This is an optimization exercise on Yosys and OpenROAD, whose aim is small area, not a production implementation. In this exercise RTL edits were held to simulation tests only and were not proved equivalent to the original. Power and IR drop assume default switching activity. No driver is modelled on the clock port, so clocking that relies on it looks cheaper here than on a real chip.

**run.sh**
```bash
#!/bin/bash
# synth_recipe.tcl (not shown) runs the flow's synth.tcl, then flattens the netlist and writes it again
# the make line also repeats each setting of config.mk as NAME=value (left out here)
make -C /OpenROAD-flow-scripts/flow DESIGN_CONFIG=/design/flow/config.mk WORK_HOME=/design/flow/orfs CLKGATE_MAP_FILE= SYNTH_SCRIPT=/design/flow/synth_recipe.tcl finish
```
**config.mk**
```make
export PLATFORM = sky130hd
export DESIGN_NAME = blur_3x3_center_weighted
export DESIGN_NICKNAME = blur_3x3_center_weighted
export VERILOG_FILES = /design/flow/design.v
export SDC_FILE = /design/flow/constraint.sdc
export NUM_CORES = 4
export LEC_CHECK = 0
export ABC_AREA = 1
export CAP_MARGIN = 20
export CORE_MARGIN = 2
export CORE_UTILIZATION = 40
export CTS_CLUSTER_DIAMETER = 100
export CTS_CLUSTER_SIZE = 30
export SLEW_MARGIN = 20
export SYNTH_HIERARCHICAL = 1
```
**constraint.sdc**
```tcl
create_clock -name core_clock -period 10.0 [get_ports {clk}]
set_input_delay 2.0000 -clock core_clock [delete_from_list [all_inputs] [get_ports {clk}]]
set_output_delay 2.0000 -clock core_clock [all_outputs]
set_load 0.01 [all_outputs]
```
**design.v**
```verilog
`default_nettype none
package b3cw_pkg;
  localparam int PIX_W          = 8;
  localparam int SUM_W          = 12;
  localparam int CENTER_EXTRA   = 7;
  localparam int NORM_SHIFT     = 4;
  localparam int MAX_WIDTH_DEF  = 256;
  localparam int MAX_HEIGHT     = 4096;
  localparam int MIN_SIZE       = 3;
  localparam int CFG_WIDTH_W    = 9;
  localparam int CFG_HEIGHT_W   = 13;
  localparam int ROW_W          = 13;
  localparam int WIDTH_RESET    = 256;
  localparam int HEIGHT_RESET   = 251;
  localparam int APB_DATA_W     = 32;
  localparam int APB_ADDR_W     = 3;
  localparam logic REG_FRAME_WIDTH  = 1'b0;
  localparam logic REG_FRAME_HEIGHT = 1'b1;
  typedef logic [PIX_W-1:0] pixel_t;
  typedef struct packed {
    logic   shift;
    pixel_t top;
    pixel_t mid;
    pixel_t px;
  } win_in_t;
  typedef struct packed {
    pixel_t center_prev;
    pixel_t blur;
  } win_out_t;
endpackage
`default_nettype wire
`default_nettype none
module b3cw_cell
(
  input  wire logic        clk,
  input  b3cw_pkg::pixel_t d,
  output b3cw_pkg::pixel_t q
);
  b3cw_pkg::pixel_t q_r;
  always_ff @(posedge clk) begin
    q_r <= d;
  end
  assign q = q_r;
endmodule
`default_nettype wire
`default_nettype none
module b3cw_line
#(
  parameter int DEPTH = b3cw_pkg::MAX_WIDTH_DEF,
  parameter int SEG   = 16
)(
  input  wire logic                     clk,
  input  wire logic                     shift_en,
  input  wire logic [DEPTH/SEG-1:0]     seg_sel,
  input  wire logic [$clog2(SEG)-1:0]   tap_sel,
  input  b3cw_pkg::pixel_t              data_in,
  output b3cw_pkg::pixel_t              data_out
);
  b3cw_pkg::pixel_t cell_q [DEPTH];
  b3cw_pkg::pixel_t tap_q;
  for (genvar i = 0; i < DEPTH; i++) begin : g_cell
    b3cw_pkg::pixel_t nb_n;
    if (i == DEPTH - 1) begin : g_end
      assign nb_n = ~data_in;
    end else if ((i % SEG) == SEG - 1) begin : g_entry
      assign nb_n = seg_sel[i / SEG] ? ~data_in : cell_q[i+1];
    end else begin : g_mid
      assign nb_n = cell_q[i+1];
    end
    b3cw_cell u_cell (
      .clk      (clk),
      .d        (shift_en ? ~nb_n : cell_q[i]),
      .q        (cell_q[i])
    );
  end
  assign tap_q    = cell_q[tap_sel];
  assign data_out = tap_sel[0] ? tap_q : ~tap_q;
endmodule
`default_nettype wire
`default_nettype none
module b3cw_window
(
  input  wire logic    clk,
  input  b3cw_pkg::win_in_t win_in,
  output b3cw_pkg::win_out_t     win_out
);
  logic [9:0] c2_r;
  logic [8:0] d1_r;
  b3cw_pkg::pixel_t m1_r;
  logic [8:0] d0;
  logic [b3cw_pkg::SUM_W-1:0] sum;
  assign d0 = {1'b0, win_in.top} + {1'b0, win_in.px};
  always_ff @(posedge clk) begin
    if (win_in.shift) begin
      c2_r <= {1'b0, d1_r} + {2'b0, m1_r};
      d1_r <= d0;
      m1_r <= win_in.mid;
    end
  end
  assign sum = b3cw_pkg::SUM_W'(c2_r) + b3cw_pkg::SUM_W'(d1_r) + b3cw_pkg::SUM_W'(d0)
             + b3cw_pkg::SUM_W'(win_in.mid) + {1'b0, m1_r, 3'b000};
  assign win_out.blur        = sum[b3cw_pkg::SUM_W-1:b3cw_pkg::NORM_SHIFT];
  assign win_out.center_prev = m1_r;
endmodule
`default_nettype wire
`default_nettype none
module blur_3x3_center_weighted
#(
  parameter int MAX_WIDTH = b3cw_pkg::MAX_WIDTH_DEF
)(
  input  wire logic                  clk,
  input  wire logic                  rst_n,
  input  wire logic                  in_valid,
  output logic                       in_ready,
  input  wire logic                  in_mode,
  input  wire logic [b3cw_pkg::PIX_W-1:0]      in_pixel_in,
  output logic                       out_valid,
  input  wire logic                  out_ready,
  output logic [b3cw_pkg::PIX_W-1:0]           out_pixel_out,
  output logic                       out_frame_last,
  input  wire logic                  psel,
  input  wire logic                  penable,
  input  wire logic                  pwrite,
  input  wire logic [b3cw_pkg::APB_ADDR_W-1:0] paddr,
  input  wire logic [b3cw_pkg::APB_DATA_W-1:0] pwdata,
  output logic [b3cw_pkg::APB_DATA_W-1:0]      prdata,
  output logic                       pready
);
  localparam int IW   = $clog2(MAX_WIDTH);
  localparam int WW   = $clog2(MAX_WIDTH + 1);
  localparam int CMPW = (WW > b3cw_pkg::CFG_WIDTH_W) ? WW : b3cw_pkg::CFG_WIDTH_W;
  logic [b3cw_pkg::CFG_WIDTH_W-1:0]  width_raw_r,  width_raw_nxt;
  logic [b3cw_pkg::CFG_HEIGHT_W-1:0] height_raw_r, height_raw_nxt;
  logic [IW-1:0]    col_r, col_nxt;
  logic [b3cw_pkg::ROW_W-1:0] row_r, row_nxt;
  logic   out_valid_r, out_valid_nxt;
  b3cw_pkg::pixel_t out_pix_r,   out_pix_nxt;
  logic   out_last_r,  out_last_nxt;
  logic             cfg_wr;
  logic [CMPW-1:0]  width_ext;
  logic [CMPW-1:0]  w_use;
  logic [IW-1:0]    w_m1;
  logic [b3cw_pkg::ROW_W-1:0] h_use;
  logic             fire;
  logic             in_frame;
  logic             step;
  logic             has_out;
  logic             interior;
  logic             last;
  b3cw_pkg::pixel_t           px_eff;
  b3cw_pkg::pixel_t           mid_q;
  b3cw_pkg::pixel_t           top_q;
  b3cw_pkg::win_in_t          win_in;
  b3cw_pkg::win_out_t         win_out;
  assign pready = 1'b1;
  assign cfg_wr = psel && penable && pwrite && pready;
  always_comb begin
    unique case (paddr[2])
      b3cw_pkg::REG_FRAME_WIDTH:  prdata = b3cw_pkg::APB_DATA_W'(width_raw_r);
      b3cw_pkg::REG_FRAME_HEIGHT: prdata = b3cw_pkg::APB_DATA_W'(height_raw_r);
      default:          prdata = '0;
    endcase
  end
  always_comb begin
    width_raw_nxt  = width_raw_r;
    height_raw_nxt = height_raw_r;
    if (cfg_wr) begin
      unique case (paddr[2])
        b3cw_pkg::REG_FRAME_WIDTH:  width_raw_nxt  = pwdata[b3cw_pkg::CFG_WIDTH_W-1:0];
        b3cw_pkg::REG_FRAME_HEIGHT: height_raw_nxt = pwdata[b3cw_pkg::CFG_HEIGHT_W-1:0];
        default: ;
      endcase
    end
  end
  always_comb begin
    width_ext = CMPW'(width_raw_r);
    if (width_ext < CMPW'(b3cw_pkg::MIN_SIZE)) begin
      w_use = CMPW'(b3cw_pkg::MIN_SIZE);
    end else if (width_ext > CMPW'(MAX_WIDTH)) begin
      w_use = CMPW'(MAX_WIDTH);
    end else begin
      w_use = width_ext;
    end
    if (height_raw_r < b3cw_pkg::CFG_HEIGHT_W'(b3cw_pkg::MIN_SIZE)) begin
      h_use = b3cw_pkg::ROW_W'(b3cw_pkg::MIN_SIZE);
    end else if (height_raw_r > b3cw_pkg::CFG_HEIGHT_W'(b3cw_pkg::MAX_HEIGHT)) begin
      h_use = b3cw_pkg::ROW_W'(b3cw_pkg::MAX_HEIGHT);
    end else begin
      h_use = b3cw_pkg::ROW_W'(height_raw_r);
    end
  end
  assign w_m1 = IW'(w_use - CMPW'(1));
  assign in_ready = !out_valid_r || out_ready;
  assign fire     = in_valid && in_ready;
  assign in_frame = row_r < h_use;
  assign step     = fire && !(in_mode && in_frame);
  assign px_eff   = in_frame ? in_pixel_in : '0;
  assign has_out  = !((row_r == '0) || ((row_r == b3cw_pkg::ROW_W'(1)) && (col_r == '0)));
  assign interior = (col_r >= IW'(2)) && (row_r >= b3cw_pkg::ROW_W'(2)) && in_frame;
  assign last     = (row_r == h_use + b3cw_pkg::ROW_W'(1)) && (col_r == '0);
  logic [MAX_WIDTH/16-1:0] seg_sel;
  logic [3:0]              tap_sel;
  assign tap_sel = ~w_m1[3:0];
  always_comb begin
    seg_sel = '0;
    seg_sel[w_m1[IW-1:4]] = 1'b1;
  end
  b3cw_line #(.DEPTH(MAX_WIDTH)) u_line_mid (
    .clk      (clk),
    .shift_en (step),
    .seg_sel  (seg_sel),
    .tap_sel  (tap_sel),
    .data_in  (px_eff),
    .data_out (mid_q)
  );
  b3cw_line #(.DEPTH(MAX_WIDTH)) u_line_top (
    .clk      (clk),
    .shift_en (step),
    .seg_sel  (seg_sel),
    .tap_sel  (tap_sel),
    .data_in  (mid_q),
    .data_out (top_q)
  );
  assign win_in.shift = step;
  assign win_in.top   = top_q;
  assign win_in.mid   = mid_q;
  assign win_in.px    = px_eff;
  b3cw_window u_window (
    .clk     (clk),
    .win_in  (win_in),
    .win_out (win_out)
  );
  always_comb begin
    col_nxt = col_r;
    row_nxt = row_r;
    if (cfg_wr) begin
      col_nxt = '0;
      row_nxt = '0;
    end else if (step) begin
      if (has_out && last) begin
        col_nxt = '0;
        row_nxt = '0;
      end else if (col_r == w_m1) begin
        col_nxt = '0;
        row_nxt = row_r + b3cw_pkg::ROW_W'(1);
      end else begin
        col_nxt = col_r + IW'(1);
      end
    end
  end
  always_comb begin
    out_valid_nxt = out_valid_r;
    out_pix_nxt   = out_pix_r;
    out_last_nxt  = out_last_r;
    if (out_valid_r && out_ready) begin
      out_valid_nxt = 1'b0;
    end
    if (step && has_out) begin
      out_valid_nxt = 1'b1;
      out_pix_nxt   = interior ? win_out.blur : win_out.center_prev;
      out_last_nxt  = last;
    end
  end
  always_ff @(posedge clk) begin
    if (!rst_n) begin
      width_raw_r  <= b3cw_pkg::CFG_WIDTH_W'(b3cw_pkg::WIDTH_RESET);
      height_raw_r <= b3cw_pkg::CFG_HEIGHT_W'(b3cw_pkg::HEIGHT_RESET);
      col_r        <= '0;
      row_r        <= '0;
      out_valid_r  <= 1'b0;
    end else begin
      width_raw_r  <= width_raw_nxt;
      height_raw_r <= height_raw_nxt;
      col_r        <= col_nxt;
      row_r        <= row_nxt;
      out_valid_r  <= out_valid_nxt;
    end
  end
  always_ff @(posedge clk) begin
    out_pix_r  <= out_pix_nxt;
    out_last_r <= out_last_nxt;
  end
  assign out_valid      = out_valid_r;
  assign out_pixel_out  = out_pix_r;
  assign out_frame_last = out_last_r;
endmodule
`default_nettype wire
```
==> impl_metrics.tcl, run 1 <==
set metrics [dict create \
    status "no timing/DRC/antenna violations" \
    coreArea_um2 334000 \
    max_stage_delay_ps 780 \
    via_per_inst 4.59 \
    grt_setup_unrepaired "no" \
    cts_root_buf "clkbuf_16" \
    vias 88011 \
    drive_gt1_share_pct 2.65 \
    netlist_area_um2 134000 \
    hold_viol_final 0 \
    critPathMaxFanout 24 \
    placed_area_um2 137000 \
    path_clk_slew_ps 110 \
    cts_setup_buffers 0 \
    holdWs_ps 427 \
    timing.fmax_mhz 144 \
    syn_to_final_growth_pct 5.58 \
    antenna_found_initial 8 \
    grt_pass1_wl_um 376000 \
    first_pass_iters 7 \
    stdcell_count 19169 \
    rows 212 \
    start_util_pct 40.2 \
    worst_pin_slew_ps 1110 \
    drcViolationCount 0 \
    cts_hold_buffers 0 \
    grt_use_total_pct 12.8 \
    critPathMostFrequentCell "nand2_1" \
    tns_ps 0 \
    io_buffers 53 \
    clk_latency_ps 870 \
    crit_family "adder cells" \
    p_leak_nw 59.9 \
    grt_use_met1_pct 17.7 \
    cp.arrival_ps 7540 \
    drt_wl_total_um 223000 \
    grt_use_met3_pct 1.65 \
    hold_class "reg2reg" \
    fin_crit_sh_pct 69.3 \
    cts_tree "done" \
    clock-sinks 4176 \
    clockBufferDepth 4 \
    synthCells 15458 \
    place_congestion 0.814 \
    multi_input_area_um2 45100 \
    grtUsageMet2_pct 21.3 \
    required_ps 10610 \
    overflow 0 \
    worstSetupPathType "reg2reg" \
    cts_buffers 166 \
    ys_warn_count 11 \
    dp_hpwl_um 127000 \
    final_area_um2 142000 \
    htree_levels 4 \
    setup_viol 0 \
    dieArea_um2 340000 \
    final_common_cell "nand2_1" \
    post-place-cells 18978 \
    vdd_drop_max_mv 0.155 \
    fillers 33270 \
    crit_path_start_kind "flip-flop" \
    path_buf_inv 8 \
    worstSetupEndpointType "flip-flop" \
    dr.first_iter.drc_count 6172 \
    finalMaxSlewViolations 0 \
    p_per_area_nw_per_um2 252 \
    fin_crit_ps 6930 \
    final-seq-area_um2 84000 \
    die_h_um 583 \
    final_nets 14887 \
    cp_slowest_cell "ha_1" \
    syn_area_per_cell_um2 8.67 \
    grt_start_max_net_pins 324 \
    setup_ws_ps 3070 \
    wire_per_inst_um 11.6 \
    maxCapViolCount 0 \
    ant_nets 0 \
    final_cell_mix "4361 x nand2_1, 4140 x dfxtp_1, 4112 x o21ai_0" \
    top_usage_layer "met2" \
    fin_worst_skew_ps 55.4 \
    relSlewSlack_pct 26.1 \
    grt_pass1_vias 77837 \
    ctsResizeCount 0 \
    dp_slack_ps 3110 \
    die_width_um 583 \
    ios 95 \
]
-- flip-flops by register name (all words and copies together) (netlist names) --
register                      cells
u_line_top.g_cell.u_cell.q_r   2048
width_raw_r                       9
u_line_mid.g_cell.u_cell.q_r   2048
u_window.m1_r                     8
height_raw_r                     13
out_valid_r                       1
u_window.c2_r                    10
row_r                            13
col_r                             8
u_window.d1_r                     9
out_last_r                        1
out_pix_r                         8
-- through the flow --
stage / total power, W / util [%]
detailed placement: 0.0282 / 41.1
CTS: 0.0363 / 42.4
global placement: 0.0280 / 41.1
floorplan: 0.0267 / -
global route: 0.0383 / 42.4
finish: 0.0357 / 42.4
-- layout make-up --
cell class / instances / share of cell area [%]
antenna: 5 / 0.00884
clock buffer: 179 / 3.04
clock inverter: 7 / 0.0548
inverter: 268 / 0.726
multi-input combinational: 9990 / 31.9
sequential: 4176 / 59.3
tap: 4387 / 3.88
timing repair buffer: 157 / 1.12
-- power breakdown --
| part | internal [W] | switching, W | leakage [nW] |
|---|---|---|---|
| combinational | 0.00213 | 0.00297 | 22.5 |
| sequential | 0.0207 | 0.00191 | 35.2 |
| clock | 0.00312 | 0.00480 | 2.16 |
| total | 0.0260 | 0.00967 | 59.9 |
-- per-layer routing --
layer  up-vias  share of wire, %
li1      48897                 -
met1     38226                53
met2       624                42
met3       260               3.1
met4         4               2.1
met5         -             0.012
-- worst paths after layout --
kind | startpoint | endpoint | slack [ps] | depth (start not counted)
worst min-delay path | u_line_top.g_cell[118].u_cell.q_r[6] | u_line_top.g_cell[117].u_cell.q_r[6] | 430 | 1
worst max-delay path | width_raw_r[2] | out_pix_r[7] | 3070 | 30
worst max register to register | width_raw_r[2] | out_pix_r[7] | 3070 | 30
worst min register to register | u_line_top.g_cell[118].u_cell.q_r[6] | u_line_top.g_cell[117].u_cell.q_r[6] | 430 | 1
==> run 2, diff against run 1 <==
--- a/config.mk
+++ b/config.mk
@@ -8,8 +8,9 @@
 export ABC_AREA = 1
 export CAP_MARGIN = 20
 export CORE_MARGIN = 2
-export CORE_UTILIZATION = 40
+export CORE_UTILIZATION = 65
 export CTS_CLUSTER_DIAMETER = 100
 export CTS_CLUSTER_SIZE = 30
+export PLACE_DENSITY = 0.75
 export SLEW_MARGIN = 20
 export SYNTH_HIERARCHICAL = 1
==> run 2 against run 1 <==
  * Highest routed layer is now met4
  * Die area is 38% lower
  * Clock-buffer cell count shrank 8
  * Cell area down 1.5%
==> impl_metrics.tcl, run 2 <==
set metrics [dict create \
    fin_worst_skew_ps 33.7 \
    setup_ws_ps 2560 \
    dieArea_um2 210000 \
    cts_root_buf "clkbuf_16" \
    ys_warn_count 11 \
    vias 89965 \
    placed_area_um2 135000 \
    dp_hpwl_um 137000 \
    setup_viol 0 \
    ctsResizeCount 0 \
    dr.first_iter.drc_count 6308 \
    ios 95 \
    grt_setup_unrepaired "no" \
    grt_pass1_vias 81603 \
    hold_start "u_line_mid.g_cell[99].u_cell.q_r[5]" \
    cts_hold_buffers 0 \
    drt_wl_total_um 228000 \
    relSlewSlack_pct 21.1 \
    syn_area_per_cell_um2 8.67 \
    vdd_drop_max_mv 0.220 \
    ant_nets 0 \
    synthCells 15458 \
    place_congestion 0.841 \
    coreArea_um2 205000 \
    final_area_um2 139000 \
    max_stage_delay_ps 1000 \
    drcViolationCount 0 \
    cp_slowest_cell "nor2_4" \
    cts_tree "done" \
    tns_ps 0 \
    final_nets 14869 \
    cts_setup_buffers 0 \
    cts_buffers 161 \
    status "no timing/DRC/antenna violations" \
    hold_viol_final 0 \
    fin_crit_sh_pct 74.4 \
    p_per_area_nw_per_um2 257 \
    path_clk_slew_ps 100 \
    required_ps 10600 \
    htree_levels 4 \
    syn_to_final_growth_pct 4.01 \
    fin_crit_ps 7440 \
    critPathMaxFanout 27 \
    final_common_cell "nand2_1" \
    r2r_start "height_raw_r[3]" \
    clk_latency_ps 840 \
    clockBufferDepth 3 \
    die_width_um 458 \
    clock-sinks 4176 \
    die_h_um 458 \
    grt_use_total_pct 21.3 \
    cp-startpoint "height_raw_r[3]" \
    antenna_found_initial 2 \
    worstSetupEndpointType "flip-flop" \
    worstSetupPathType "reg2reg" \
    reg.largest.list "u_line_mid.g_cell.u_cell.q_r: 2048 flops, u_line_top.g_cell.u_cell.q_r: 2048 flops" \
    finalMaxSlewViolations 0 \
    io_buffers 53 \
    drive_gt1_share_pct 2.65 \
    grt_pass1_wl_um 382000 \
    dp_slack_ps 2570 \
    cp.arrival_ps 8040 \
    grt_start_max_net_pins 339 \
    rows 166 \
    final_cell_mix "4361 x nand2_1, 4140 x dfxtp_1, 4112 x o21ai_0" \
    netlist_area_um2 134000 \
    via_per_inst 5.15 \
    worst_pin_slew_ps 1180 \
    start_util_pct 65.5 \
    wire_per_inst_um 13.1 \
    crit_path_start_kind "flip-flop" \
    overflow 0 \
    first_pass_iters 6 \
    maxCapViolCount 0 \
    p_leak_nw 59.9 \
    hold_class "reg2reg" \
    utilization_pct 68.1 \
    timing.fmax_mhz 134 \
]
run 2: final cells by class:
class                   count  area [µm²]
well taps                2688        3360
diodes                      3        7.51
clock buffers             171        4220
repair buffers            144        1480
inverters                 268        1030
multi-input cells        9990       45100
fillers                 16532       65300
flip-flops and latches   4176       84000
clock inverters            21         284
run 2: final timing paths:
check / slack [ps] / to / cells past startpoint
setup / recovery: 2560 / out_pix_r[7] / 31
hold / removal: 440 / u_line_mid.g_cell[98].u_cell.q_r[5] / 1
setup reg to reg: 2560 / out_pix_r[7] / 31
hold reg to reg: 440 / u_line_mid.g_cell[98].u_cell.q_r[5] / 1
run 2: power breakdown:
| part | internal [W] | total, W | switching, W |
|---|---|---|---|
| Combinational | 0.00214 | 0.00527 | 0.00313 |
| Clock | 0.00310 | 0.00789 | 0.00480 |
| Sequential | 0.0207 | 0.0227 | 0.00196 |
run 2: worst max-delay path: cells and delay by family, from the launching register on:
kind	cells	cell delay (ps)
simple gates	13	2800
mux	1	280
compound gates	6	1190
flops	1	430
fa+ha+maj	6	2140
buf+inv	5	340
run 2: routing by layer:
layer	global-route usage [%]	part of all wire, %	up-vias
met3	2.42	2.7	266
met4	4.92	2.0	0
li1	-	-	48836
met5	0	0	-
met2	37.0	45	767
met1	28.5	50	40096
run 2: through the flow:
| stage | cells | hold slack, ps | total power, W |
|---|---|---|---|
| 4_1_cts | 17458 | 440 | 0.0363 |
| 3_5_place_dp | 17266 | 429 | 0.0284 |
| 2_1_floorplan | 15476 | 414 | 0.0267 |
| 6_report | 17461 | 435 | 0.0359 |
| 5_1_grt | 17460 | 457 | 0.0383 |
| 3_3_place_gp | 17265 | 422 | 0.0280 |
==> run 3, diff against run 2 <==
--- a/design.v
+++ b/design.v
@@ -46,35 +46,46 @@
 `default_nettype none
 module b3cw_line
 #(
-  parameter int DEPTH = b3cw_pkg::MAX_WIDTH_DEF,
-  parameter int SEG   = 16
+  parameter int DEPTH = b3cw_pkg::MAX_WIDTH_DEF
 )(
   input  wire logic                     clk,
   input  wire logic                     shift_en,
-  input  wire logic [DEPTH/SEG-1:0]     seg_sel,
-  input  wire logic [$clog2(SEG)-1:0]   tap_sel,
+  input  wire logic [$clog2(DEPTH)-1:0] len_m1,
   input  b3cw_pkg::pixel_t              data_in,
   output b3cw_pkg::pixel_t              data_out
 );
+  localparam int IW = $clog2(DEPTH);
   b3cw_pkg::pixel_t cell_q [DEPTH];
-  b3cw_pkg::pixel_t tap_q;
+  b3cw_pkg::pixel_t cell_in [DEPTH];
+  b3cw_pkg::pixel_t seg_in [IW+1];
+  assign seg_in[IW] = data_in;
+  for (genvar k = IW - 1; k >= 0; k--) begin : g_seg
+    localparam int LEN   = 1 << k;
+    localparam int FIRST = DEPTH - (2 << k);
+    for (genvar j = 0; j < LEN; j++) begin : g_in
+      if (j == 0) begin : g_head
+        assign cell_in[FIRST] = ~seg_in[k+1];
+      end else begin : g_body
+        assign cell_in[FIRST+j] = ~cell_q[FIRST+j-1];
+      end
+    end
+    b3cw_pkg::pixel_t seg_out;
+    if (LEN % 2 == 1) begin : g_odd
+      assign seg_out = ~cell_q[FIRST+LEN-1];
+    end else begin : g_even
+      assign seg_out = cell_q[FIRST+LEN-1];
+    end
+    assign seg_in[k] = len_m1[k] ? seg_out : seg_in[k+1];
+  end
+  assign cell_in[DEPTH-1] = ~seg_in[0];
   for (genvar i = 0; i < DEPTH; i++) begin : g_cell
-    b3cw_pkg::pixel_t nb_n;
-    if (i == DEPTH - 1) begin : g_end
-      assign nb_n = ~data_in;
-    end else if ((i % SEG) == SEG - 1) begin : g_entry
-      assign nb_n = seg_sel[i / SEG] ? ~data_in : cell_q[i+1];
-    end else begin : g_mid
-      assign nb_n = cell_q[i+1];
-    end
     b3cw_cell u_cell (
-      .clk      (clk),
-      .d        (shift_en ? ~nb_n : cell_q[i]),
-      .q        (cell_q[i])
+      .clk (clk),
+      .d   (shift_en ? cell_in[i] : cell_q[i]),
+      .q   (cell_q[i])
     );
   end
-  assign tap_q    = cell_q[tap_sel];
-  assign data_out = tap_sel[0] ? tap_q : ~tap_q;
+  assign data_out = ~cell_q[DEPTH-1];
 endmodule
 `default_nettype wire
 `default_nettype none
@@ -198,26 +209,17 @@
   assign has_out  = !((row_r == '0) || ((row_r == b3cw_pkg::ROW_W'(1)) && (col_r == '0)));
   assign interior = (col_r >= IW'(2)) && (row_r >= b3cw_pkg::ROW_W'(2)) && in_frame;
   assign last     = (row_r == h_use + b3cw_pkg::ROW_W'(1)) && (col_r == '0);
-  logic [MAX_WIDTH/16-1:0] seg_sel;
-  logic [3:0]              tap_sel;
-  assign tap_sel = ~w_m1[3:0];
-  always_comb begin
-    seg_sel = '0;
-    seg_sel[w_m1[IW-1:4]] = 1'b1;
-  end
   b3cw_line #(.DEPTH(MAX_WIDTH)) u_line_mid (
     .clk      (clk),
     .shift_en (step),
-    .seg_sel  (seg_sel),
-    .tap_sel  (tap_sel),
+    .len_m1   (w_m1),
     .data_in  (px_eff),
     .data_out (mid_q)
   );
   b3cw_line #(.DEPTH(MAX_WIDTH)) u_line_top (
     .clk      (clk),
     .shift_en (step),
-    .seg_sel  (seg_sel),
-    .tap_sel  (tap_sel),
+    .len_m1   (w_m1),
     .data_in  (mid_q),
     .data_out (top_q)
   );
==> run 3 against run 2 <==
  * Combinational power down 13%
  * Sequential cell count unchanged
  * Wire length down 5.3%
  * First-iteration DRC count down 2.5%
  * Register-to-register slack better by 670 ps
  * Largest cell class unchanged
  * Synthesized cell count down 5.8%
  * Clock skew up 4.7 ps
  * Setup slack better by 670 ps
  * Cell count down 4.9%
  * Clock power down 1%
  * Still clean
  * Largest power group unchanged
==> impl_metrics.tcl, run 3 <==
set metrics [dict create \
    wl_met3_um 4670 \
    synthCells 14554 \
    cts_setup_buffers 0 \
    final_common_cell "nand2_1" \
    fin_crit_sh_pct 67.7 \
    wl_met2_um 102000 \
    die_width_um 456 \
    antenna_found_initial 6 \
    relSlewSlack_pct 29.2 \
    htree_levels 4 \
    critPathMostFrequentCell "nand2_1" \
    placed_area_um2 131000 \
    post-place-cells 16404 \
    final_nets 14023 \
    coreArea_um2 203000 \
    timing.fmax_mhz 148 \
    fin_worst_skew_ps 38.4 \
    clock-sinks 4176 \
    clk_latency_ps 830 \
    overflow 0 \
    cts_hold_buffers 0 \
    p_per_area_nw_per_um2 257 \
    io_buffers 53 \
    synth_seq_area_share_pct 63.3 \
    cts_root_buf "clkbuf_16" \
    synth_commonest_cells "4376 x nand2_1, 4140 x dfxtp_1, 3897 x o21ai_0, 444 x clkbuf_1, 240 x buf_2" \
    netlist.area_leader.share_pct 62.5 \
    ys_types 50 \
    setup_viol 0 \
    critPathMaxFanout 27 \
    setup_ws_ps 3230 \
    crit_path_start_kind "flip-flop" \
    via_per_inst 5.12 \
    maxCapViolCount 0 \
    syn_to_final_growth_pct 2.52 \
    die_h_um 456 \
    start_util_pct 65.5 \
    ant_nets 0 \
    drt_wl_total_um 216000 \
    cts_tree "done" \
    vias 84919 \
    grt_pass1_vias 77815 \
    cp.arrival_ps 7350 \
    synth-seq-cells 4176 \
    hold_viol_final 0 \
    syn_area_per_cell_um2 9.11 \
    grt_pass1_wl_um 365000 \
    max_stage_delay_ps 560 \
    reg.largest.list "u_line_mid.g_cell.u_cell.q_r: 2048 flops, u_line_top.g_cell.u_cell.q_r: 2048 flops" \
    ios 95 \
    cp_slowest_cell "nor2_1" \
    drive_gt1_share_pct 2.95 \
    rows 165 \
    tns_ps 0 \
    first_pass_iters 6 \
    fillers 16271 \
    fin_crit_ps 6770 \
    grt_start_max_net_pins 306 \
    grt_setup_unrepaired "no" \
    grt_use_total_pct 20.4 \
    utilization_pct 67.1 \
    finalMaxSlewViolations 0 \
    yosysTopAreaCell "dfxtp_1" \
    status "no timing/DRC/antenna violations" \
    netlist_area_um2 133000 \
    final_cell_mix "4376 x nand2_1, 4140 x dfxtp_1, 3895 x o21ai_0" \
    path_clk_slew_ps 110 \
    ys_warn_count 15 \
    synth_most_common_cell "nand2_1" \
    required_ps 10580 \
    dieArea_um2 208000 \
    place_congestion 0.826 \
    dr.first_iter.drc_count 6148 \
    synth_area_leaders "dfxtp_1 63%, o21ai_0 15%, nand2_1 12%" \
    hold_class "reg2reg" \
    stdcell_count 16597 \
    vdd_drop_max_mv 0.239 \
    dp_slack_ps 3150 \
    worstSetupPathType "reg2reg" \
    p_leak_nw 58.4 \
    worst_pin_slew_ps 1060 \
    wire_per_inst_um 13.0 \
    final_area_um2 136000 \
    ys.flop_type "dfxtp_1" \
    dr.max_layer_used "met4" \
    synth_edf_count 36 \
    async_reset_ff_share_pct 0 \
    wl_met1_um 105000 \
    clockBufferDepth 3 \
    drcViolationCount 0 \
    worstSetupEndpointType "flip-flop" \
    cts_buffers 160 \
    dp_hpwl_um 139000 \
    ctsResizeCount 0 \
]
[run 3: cells by family after synthesis]
logic type      synth area share [%]
flops                           63.3
buf+inv                         5.16
xor+xnor                       0.257
mux                           0.0680
simple gates                    14.6
fa+ha+maj                      0.859
compound gates                  15.7
other cells                  0.00567
[run 3: area by class of cell]
| cell class | count | area, µm² | area share [%] |
|---|---|---|---|
| Antenna cell | 6 | 15.0 | 0.0110 |
| Sequential cell | 4176 | 84000 | 61.8 |
| Tap cell | 2672 | 3340 | 2.46 |
| Multi-Input combinational cell | 9192 | 41800 | 30.8 |
| Inverter | 245 | 955 | 0.702 |
| Clock inverter | 9 | 188 | 0.138 |
| Timing Repair Buffer | 121 | 1360 | 1.00 |
| Clock buffer | 176 | 4230 | 3.12 |
[run 3: path summary, 6_finish.rpt]
check                           cells past startpoint                                start  slack [ps]                             endpoint
worst max-delay path                               32                      height_raw_r[3]        3230                         out_pix_r[7]
worst min-delay path                                1  u_line_mid.g_cell[86].u_cell.q_r[7]         420  u_line_mid.g_cell[87].u_cell.q_r[7]
worst max register to register                     32                      height_raw_r[3]        3230                         out_pix_r[7]
worst min register to register                      1  u_line_mid.g_cell[86].u_cell.q_r[7]         420  u_line_mid.g_cell[87].u_cell.q_r[7]
[run 3: metrics by stage]
stage | power, W | hold WS [ps]
after detailed placement | 0.0275 | 423
after global routing | 0.0372 | 446
after CTS | 0.0353 | 420
after global placement | 0.0272 | 422
final | 0.0349 | 420
after floorplan | 0.0261 | 416
[run 3: power breakdown]
group	switching, W	total, W	internal [W]
sequential	0.00195	0.0226	0.0206
clock	0.00472	0.00780	0.00308
combinational	0.00264	0.00456	0.00192
[run 3: critical path, delay by kind of cell (launching register included)]
kind            cells  cell delay (ps)
simple gates       15             2370
fa+ha+maj           6             2180
compound gates      5              860
flops               1              450
buf+inv             5              370
mux                 1              260
[run 3: metal layers]
layer  vias to the layer above  global-route usage, %
met2                       526                   35.5
met5                         -                      0
met3                       210                   2.35
met4                         0                   4.69
met1                     38132                   27.3
li1                      46051                      -
[run 3: per-module statistics from Yosys, one instance, submodules excluded, excerpt]
module,times used,area (µm²),cells inside,flip-flops and latches
blur_3x3_center_weighted,1,4180,641,53
b3cw_window,1,2710,297,27
b3cw_cell,512,160,8,8
==> run 4, diff against run 3 <==
--- a/config.mk
+++ b/config.mk
@@ -8,9 +8,9 @@
 export ABC_AREA = 1
 export CAP_MARGIN = 20
 export CORE_MARGIN = 2
-export CORE_UTILIZATION = 65
+export CORE_UTILIZATION = 70
 export CTS_CLUSTER_DIAMETER = 100
-export CTS_CLUSTER_SIZE = 30
-export PLACE_DENSITY = 0.75
+export CTS_CLUSTER_SIZE = 35
+export PLACE_DENSITY = 0.85
 export SLEW_MARGIN = 20
 export SYNTH_HIERARCHICAL = 1
==> run 4 against run 3 <==
  * Setup slack better by 200 ps
  * Largest power group unchanged
  * Critical path depth decreased by 1
  * Sequential power about the same
  * Critical endpoint unchanged
  * Still clean
  * Synthesized area unchanged
==> impl_metrics.tcl, run 4 <==
set metrics [dict create \
    status "no timing/DRC/antenna violations" \
    ys_types 50 \
    ios 95 \
    dp_hpwl_um 134000 \
    relSlewSlack_pct 26.8 \
    dp_slack_ps 3180 \
    synth-seq-cells 4176 \
    synth_area_leaders "dfxtp_1 63%, o21ai_0 15%, nand2_1 12%" \
    final_cell_mix "4376 x nand2_1, 4140 x dfxtp_1, 3897 x o21ai_0" \
    coreArea_um2 188000 \
    netlist_area_um2 133000 \
    final_common_cell "nand2_1" \
    htree_levels 4 \
    clockBufferDepth 3 \
    place_congestion 0.826 \
    r2r_start "height_raw_r[3]" \
    cts_root_buf "clkbuf_16" \
    synth_most_common_cell "nand2_1" \
    dieArea_um2 193000 \
    die_h_um 439 \
    cts_hold_buffers 0 \
    cp_slowest_cell "nor2_1" \
    drcViolationCount 0 \
    syn_area_per_cell_um2 9.11 \
    setup_viol 0 \
    vdd_drop_max_mv 0.241 \
    io_buffers 53 \
    maxCapViolCount 0 \
    first_pass_iters 6 \
    cp.arrival_ps 7150 \
    finalMaxSlewViolations 0 \
    hold_start "u_line_top.g_cell[203].u_cell.q_r[6]" \
    synth_edf_count 36 \
    cts_tree "done" \
    critPathMaxFanout 27 \
    fin_crit_sh_pct 65.7 \
    grt_pass1_vias 77367 \
    synthCells 14554 \
    cts_setup_buffers 0 \
    final_nets 13997 \
    grt_use_total_pct 21.3 \
    ant_nets 0 \
    vias 85172 \
    rrSetupSlack_ps 3430 \
    fin_worst_skew_ps 41.8 \
    hold_depth 1 \
    grt_start_max_net_pins 377 \
    utilization_pct 71.8 \
    required_ps 10580 \
    hold_class "reg2reg" \
    cts_buffers 139 \
    fillers 13855 \
    max_stage_delay_ps 730 \
    hold_path_end "u_line_top.g_cell[204].u_cell.q_r[6]" \
    synth_commonest_cells "4376 x nand2_1, 4140 x dfxtp_1, 3897 x o21ai_0, 444 x clkbuf_1, 240 x buf_2" \
    wire_per_inst_um 12.9 \
    p_per_area_nw_per_um2 255 \
    start_util_pct 70.5 \
    yosysTopAreaCell "dfxtp_1" \
    placed_area_um2 131000 \
    antenna_found_initial 6 \
    drt_wl_total_um 211000 \
    setup_ws_ps 3430 \
    grt_pass1_wl_um 355000 \
    worstSetupEndpointType "flip-flop" \
    worstSetupPathType "reg2reg" \
    path_buf_inv 5 \
    stdcell_count 16394 \
    clk_latency_ps 840 \
    tns_ps 0 \
    timing.fmax_mhz 152 \
    overflow 0 \
    fin_crit_ps 6570 \
    syn_to_final_growth_pct 1.87 \
    ys_warn_count 15 \
    reg.largest.list "u_line_mid.g_cell.u_cell.q_r: 2048 flops, u_line_top.g_cell.u_cell.q_r: 2048 flops" \
    rows 159 \
    post-place-cells 16221 \
    p_leak_nw 58.1 \
    ctsResizeCount 0 \
    synth_seq_area_share_pct 63.3 \
    r2r-end "out_pix_r[7]" \
    crit_family "simple AND/OR/NAND/NOR gates" \
    ys.flop_type "dfxtp_1" \
    path_clk_slew_ps 120 \
    drive_gt1_share_pct 2.78 \
    worst_pin_slew_ps 1100 \
    reg2reg_depth 31 \
    netlist.area_leader.share_pct 62.5 \
    dr.first_iter.drc_count 6172 \
    async_reset_ff_share_pct 0 \
    crit_path_start_kind "flip-flop" \
    clock-sinks 4176 \
    hold_viol_final 0 \
    die_width_um 439 \
    via_per_inst 5.20 \
    final_area_um2 135000 \
    grt_setup_unrepaired "no" \
    critPathMostFrequentCell "nand2_1" \
]
run 4: cell counts after synthesis:
No cell type changed its count.
run 4: metrics by stage:
stage	hold slack [ps]	total power (W)
2_1_floorplan	416	0.0261
3_3_place_gp	422	0.0271
3_5_place_dp	425	0.0275
4_1_cts	422	0.0348
5_1_grt	422	0.0367
6_report	418	0.0345
run 4: Yosys stat by module (local to each module, per instance), a selection:
module                    cells inside  area, µm²  flip-flops and latches
blur_3x3_center_weighted           641       4180                      53
b3cw_window                        297       2710                      27
b3cw_cell                            8        160                       8
run 4: logic make-up after synthesis:
group	after synthesis	share of synthesized area [%]
and+or+nand+nor	4918	14.6
AOI/OAI and AO/OA	4132	15.7
DFF	4176	63.3
xor gates and xnor gates	38	0.257
buffers and inverters	1204	5.16
adders and majority gates	76	0.859
muxes	8	0.0680
other	2	0.00567
run 4: layout make-up:
cell class / instances / area [µm²] / share of cell area, %
well taps: 2495 / 3120 / 2.31
multi-input cells: 9192 / 41900 / 31.0
clock inverters: 14 / 189 / 0.140
clock buffers: 153 / 3650 / 2.70
flip-flops and latches: 4176 / 84000 / 62.2
diodes: 3 / 7.51 / 0.00556
repair buffers: 116 / 1310 / 0.969
inverters: 245 / 955 / 0.707
run 4: worst reg2reg max path, delay by kind of cell (launching register included):
family / cells / cell delay [ps]
buffers and inverters: 5 / 500
AND/OR/NAND/NOR: 14 / 2210
multiplexers: 1 / 270
AO/OA/AOI/OAI: 6 / 1040
adder cells (fa/ha/maj): 5 / 1850
flip-flops: 1 / 470
run 4: worst max path at each step:
stage | start | to | slack [ps] | cells after the start
finish | height_raw_r[3] | out_pix_r[7] | 3430 | 31
global route | height_raw_r[2] | out_pix_r[7] | 2890 | 32
CTS | height_raw_r[3] | out_pix_r[7] | 3330 | 31
detailed placement | in_pixel_in[0] | out_pix_r[7] | 3180 | 22
global placement | in_pixel_in[0] | out_pix_r[7] | 3140 | 23
floorplan | in_pixel_in[0] | out_pix_r[7] | 4550 | 22
run 4: per-layer routing:
| layer | share of wire, % | GRT usage [%] | routed length, µm | up-vias |
|---|---|---|---|---|
| met1 | 49 | 29.5 | 104000 | 38258 |
| met4 | 1.9 | 5.10 | 3950 | 2 |
| met5 | 0.0047 | 0 | 10 | - |
| met2 | 46 | 35.8 | 97700 | 667 |
| met3 | 2.7 | 2.48 | 5680 | 197 |
| li1 | - | - | - | 46048 |
run 4: power by group:
group | total (W) | internal, W | leakage (nW) | switching [W]
clock network | 0.00731 | 0.00268 | 1.87 | 0.00463
registers | 0.0225 | 0.0206 | 35.2 | 0.00193
logic | 0.00465 | 0.00192 | 21.0 | 0.00273

static timing again, ports no longer ideal:
In the flow no input, the clock included, has a driving cell. The finished layouts below were timed again as built, in two steps. Step 1 sets driving cells, clkbuf_16 on the clock port and buf_2 on the other inputs (assumed; they add their load-dependent delay and slew). Step 2 also shifts input and output timing later by t, the mid clock arrival at the registers, as if the neighbouring blocks saw the same clock. Three values: ideal, step 1, step 2; two values: the first two.
run | t (ns) | setup slack, ns | worst setup path at the end | clock arrival spread, ns | pins driven straight from the clock port
run 1 | 0.939 | 3.066 / 3.066 / 3.066 | register to register | 0.056 / 0.056 | 1
run 2 | 0.911 | 2.556 / 2.556 / 2.556 | register to register | 0.034 / 0.035 | 1
run 3 | 0.897 | 3.228 / 3.228 / 3.187 | input to register | 0.041 / 0.041 | 1
run 4 | 0.899 | 3.432 / 3.432 / 3.272 | input to register | 0.047 / 0.047 | 1
After both steps every run listed still meets setup and hold. For run 4, which loses most, drivers alone change the setup slack by 0.000 ns; drivers and shift together by -0.160 ns.
